What follows belongs to an exercise in optimizing a design on an open flow for small area and a short achievable clock period; a production flow would make more cautious choices. The RTL was checked by simulation tests, not by an equivalence proof against the original design. Power and IR drop assume default switching activity.

== main ==
// motorCtrlAvs
module motorCtrlAvs (
    input  wire                                   clk,
    input  wire                                   reset_n,
    input  wire  [motorCtrlPkg::addrWidth-1:0]    address,
    input  wire                                   read,
    input  wire                                   write,
    input  wire  [motorCtrlPkg::wordWidth-1:0]    writedata,
    output logic [motorCtrlPkg::wordWidth-1:0]    readdata,
    output logic                                  waitrequest,
    input  wire  [motorCtrlPkg::wordWidth-1:0]    fbDirection,
    input  wire  [motorCtrlPkg::motorCount*motorCtrlPkg::wordWidth-1:0]    encoder,
    input  wire  [motorCtrlPkg::motorCount*motorCtrlPkg::wordWidth-1:0]    speedIn,
    input  wire  [motorCtrlPkg::motorCount*motorCtrlPkg::sensorWidth-1:0]  sensorIn,
    output logic [motorCtrlPkg::wordWidth-1:0]    pwmDuty,
    output logic [motorCtrlPkg::wordWidth-1:0]    driverDir,
    output logic [motorCtrlPkg::wordWidth-1:0]    motorCtrl
);
==> flow/config.mk <==
export PLATFORM = sky130hd
export DESIGN_NAME = motorCtrlAvs
export DESIGN_NICKNAME = motorCtrlAvs
export VERILOG_FILES = /design/flow/design.v
export SDC_FILE = /design/flow/constraint.sdc
export NUM_CORES = 4
export LEC_CHECK = 0
export CAP_MARGIN = 10
export CORE_MARGIN = 2
export CORE_UTILIZATION = 60
export CTS_CLUSTER_DIAMETER = 70
export CTS_CLUSTER_SIZE = 24
export SETUP_SLACK_MARGIN = 2.8
export SLEW_MARGIN = 10
export TNS_END_PERCENT = 10
==> flow/constraint.sdc <==
create_clock -name core_clock -period 5.0 [get_ports {clk}]
set_input_delay 1.0000 -clock core_clock [delete_from_list [all_inputs] [get_ports {clk}]]
set_output_delay 1.0000 -clock core_clock [all_outputs]
set_load 0.01 [all_outputs]
standard.sh (not shown) runs the stock make flow with config.mk's settings and CLKGATE_MAP_FILE= SYNTH_SCRIPT=/design/flow/synth_recipe.tcl, a recipe that flattens the netlist after the stock synthesis.
==> flow/flow/run.sh <==
#!/bin/bash
# Standard ORFS layout through the standard.sh (synthesis unchanged), with
# one change: buffer_ports gives every port a plain buf_1 buffer instead of
# the default delay-buffer cell. Each step's full output goes to its own log
# in the work folder; ORFS's per-stage logs stay under orfs/logs.
set -euo pipefail
export BUFFER_PORTS_ARGS="-buffer_cell sky130_fd_sc_hd__buf_1"
bash standard.sh synth > synth.log 2>&1
bash standard.sh finish > layout.log 2>&1
Changes in the feature branch relative to main:
- CORE_UTILIZATION changed from 60 to 45
Results
Number of enable flip-flop cells after synthesis came out exactly the same in main and the feature branch.
main → the feature branch: transition time at the pin with the least slew margin went down, period utilization went up, total of plain and repair buffers excluding clock buffers went down.
In the flow results for main and the feature branch, the setup slack is smaller on the feature branch.
Changes observed in the feature branch relative to main: post-synthesis instance area comparable, portion of the layout cell area used by clock cells rose 0.30 points.


## run A
Starting RTL as in the previous note.
clock: 5.0 ns
lec_check: 0
cap_margin: 10
core_margin: 2
core_utilization: 50
cts_cluster_diameter: 70
cts_cluster_size: 24
setup_slack_margin: 2.8
slew_margin: 10
tns_end_percent: 10
run.sh (not shown) runs the stock make flow with config.mk's settings and CLKGATE_MAP_FILE= SYNTH_SCRIPT=/design/flow/synth_recipe.tcl, a recipe that flattens the netlist after the stock synthesis.
Stock flow here: none of the scripts above is used.
Changes in run B relative to run A:
- CTS_CLUSTER_DIAMETER: 70 -> 80
- CTS_CLUSTER_SIZE: 24 -> 30
- CORE_UTILIZATION: 50 -> 55
==> flow/flow/run.sh (new file) <==
#!/bin/bash
# Standard ORFS layout through the standard.sh (synthesis unchanged), with
# one change: buffer_ports gives every port a plain buf_1 buffer instead of
# the default delay-buffer cell. Each step's full output goes to its own log
# in the work folder; ORFS's per-stage logs stay under orfs/logs.
set -euo pipefail
export BUFFER_PORTS_ARGS="-buffer_cell sky130_fd_sc_hd__buf_1"
bash standard.sh synth > synth.log 2>&1
bash standard.sh finish > layout.log 2>&1
==> flow/standard.sh (new file) <==
#!/bin/bash
# synth_recipe.tcl (not shown) runs the flow's synth.tcl, then flattens the netlist and writes it again
# the make line also repeats each setting of config.mk as NAME=value (left out here)
make -C /OpenROAD-flow-scripts/flow DESIGN_CONFIG=/design/flow/config.mk WORK_HOME=/design/flow/orfs CLKGATE_MAP_FILE= SYNTH_SCRIPT=/design/flow/synth_recipe.tcl "${@:-finish}"
removed: flow/run.sh
--- outcome ---
- Run B: full flow OK, the timing, DRC and antenna checks passed
- Capturing instance or port of the critical path: regFile.readdata[5]$_DFFE_PN0P_ -> run B, motorCtrl[26] -> run A
- Between run A and run B, the area occupied by registers does not differ in any meaningful way.
- Sequential share of layout area is lower on run A
- Taking run A as the reference, in run B net total in the final layout lower; area of combinational cells with multiple inputs higher; final setup slack of the worst path lower.
- In the tables for run B and run A, total met2 wirelength after detailed routing reads lower with run B.
- Total global routing track utilization, run B and run A: higher on run B
- Looking only at sum of routed wire length over all layers, and setting everything else aside, the lower value of run B and run A goes to run B.
- Final design instance area without fill in run B vs run A: down about 5%
Input-level comparison between run C and run B:
- CORE_UTILIZATION: 55 -> 50
==> flow/run.sh (new file) <==
#!/bin/bash
# synth_recipe.tcl (not shown) runs the flow's synth.tcl, then flattens the netlist and writes it again
# the make line also repeats each setting of config.mk as NAME=value (left out here)
make -C /OpenROAD-flow-scripts/flow DESIGN_CONFIG=/design/flow/config.mk WORK_HOME=/design/flow/orfs CLKGATE_MAP_FILE= SYNTH_SCRIPT=/design/flow/synth_recipe.tcl finish
removed: flow/flow/run.sh
removed: flow/standard.sh
Results
- | final cell count | higher: run C |
- A critical path start-end classification of reg2reg is what run C shows, while in2reg belongs to run B.
- Run C against run B: buffers inserted during post-CTS setup optimization went up by about 90%; proportion of power drawn by combinational gates went up by 1.7 points; final clock period utilization by the worst path went down by 1.6 points; maximum operating frequency went up by 3.3%.


## the reference run
motorCtrlAvs again, from the RTL that the note above started with.
clock: 5.0 ns
lec_check: 0
cap_margin: 10
core_margin: 2
core_utilization: 50
cts_cluster_diameter: 70
cts_cluster_size: 24
slew_margin: 10
tns_end_percent: 10
standard.sh (not shown) runs the stock make flow with config.mk's settings and CLKGATE_MAP_FILE= SYNTH_SCRIPT=/design/flow/synth_recipe.tcl, a recipe that flattens the netlist after the stock synthesis.
==> flow/flow/run.sh <==
#!/bin/bash
# Standard ORFS layout through the standard.sh (synthesis unchanged), with
# two changes: buffer_ports gives every port a plain buf_1 buffer instead of
# the default delay-buffer cell, and the setup repair aims at a 2.8 ns slack
# margin up to clock tree synthesis and at 2.5 ns in the post-global-route
# repair. Each step's full output goes to its own log in the work folder;
# ORFS's per-stage logs stay under orfs/logs.
set -euo pipefail
export BUFFER_PORTS_ARGS="-buffer_cell sky130_fd_sc_hd__buf_1"
bash standard.sh synth > synth.log 2>&1
SETUP_SLACK_MARGIN=2.8 bash standard.sh cts > place_cts.log 2>&1
SETUP_SLACK_MARGIN=2.5 bash standard.sh finish > route_finish.log 2>&1
The reference run: done, clean on timing, DRC and antenna
diff inputs: the reference run => the trial run
Settings: setting SETUP_SLACK_MARGIN to 2.8 for the first time; changing CORE_UTILIZATION from 50 to 65.
==> flow/flow/run.sh <==
#!/bin/bash
# Standard ORFS layout through the standard.sh (synthesis unchanged), with
# one change: buffer_ports gives every port a plain buf_1 buffer instead of
# the default delay-buffer cell. Each step's full output goes to its own log
# in the work folder; ORFS's per-stage logs stay under orfs/logs.
set -euo pipefail
export BUFFER_PORTS_ARGS="-buffer_cell sky130_fd_sc_hd__buf_1"
bash standard.sh synth > synth.log 2>&1
bash standard.sh finish > layout.log 2>&1
==> results.txt <==
Going from the reference run to the trial run, the share of the core filled with cells was found to have gone up by 17 points.
Row routed metal-1 wirelength: the trial run lower / the reference run higher
Compared with the reference run, the trial run shows a higher final net count.
Diff the reference run -> the trial run: sequential share of layout area grew by 0.29 points; routed wire length decreased about 1.8%; total standard cell area after synthesis was more or less identical; data arrival time of the critical path now sits higher.
Non-clock buffer area fraction after layout in the trial run is 0.47 points above the reference run.

-- re-timing with driven ports --
How much do the figures lean on ideal ports? The routed layouts below were timed once more, with nothing changed but the port constraints. Step 1, drivers: a clkbuf_16 drives clk and a buf_2 each remaining input, both assumed. Step 2 moves the port delays by t, midway between the first and last clock arrival at a register: inputs arrive t later, outputs are due t later. That takes back most of the time a late clock gives input paths. Three values: ideal, step 1, step 2; two values: the first two.
| run | shift t [ns] | setup slack, ns | worst setup path at the end | clock arrival spread, ns |
|---|---|---|---|---|
| main | 0.841 | 2.543 / 2.472 / 1.631 | input to register | 0.031 / 0.031 |
| the feature branch | 0.861 | 2.446 / 2.452 / 1.595 | input to register | 0.057 / 0.056 |
| run A | 0.849 | 2.548 / 2.458 / 1.775 | input to register | 0.046 / 0.045 |
| run B | 0.803 | 2.473 / 2.381 / 1.578 | input to register | 0.035 / 0.035 |
| run C | 0.818 | 2.554 / 2.479 / 1.705 | input to register | 0.057 / 0.057 |
| the reference run | 0.853 | 2.461 / 2.411 / 1.623 | input to register | 0.032 / 0.031 |
| the trial run | 0.809 | 2.494 / 2.516 / 1.717 | input to register | 0.032 / 0.032 |
After both steps every run listed still meets setup and hold. The setup slack of main, which loses most, moves by -0.071 ns with the drivers and by -0.912 ns with both steps.
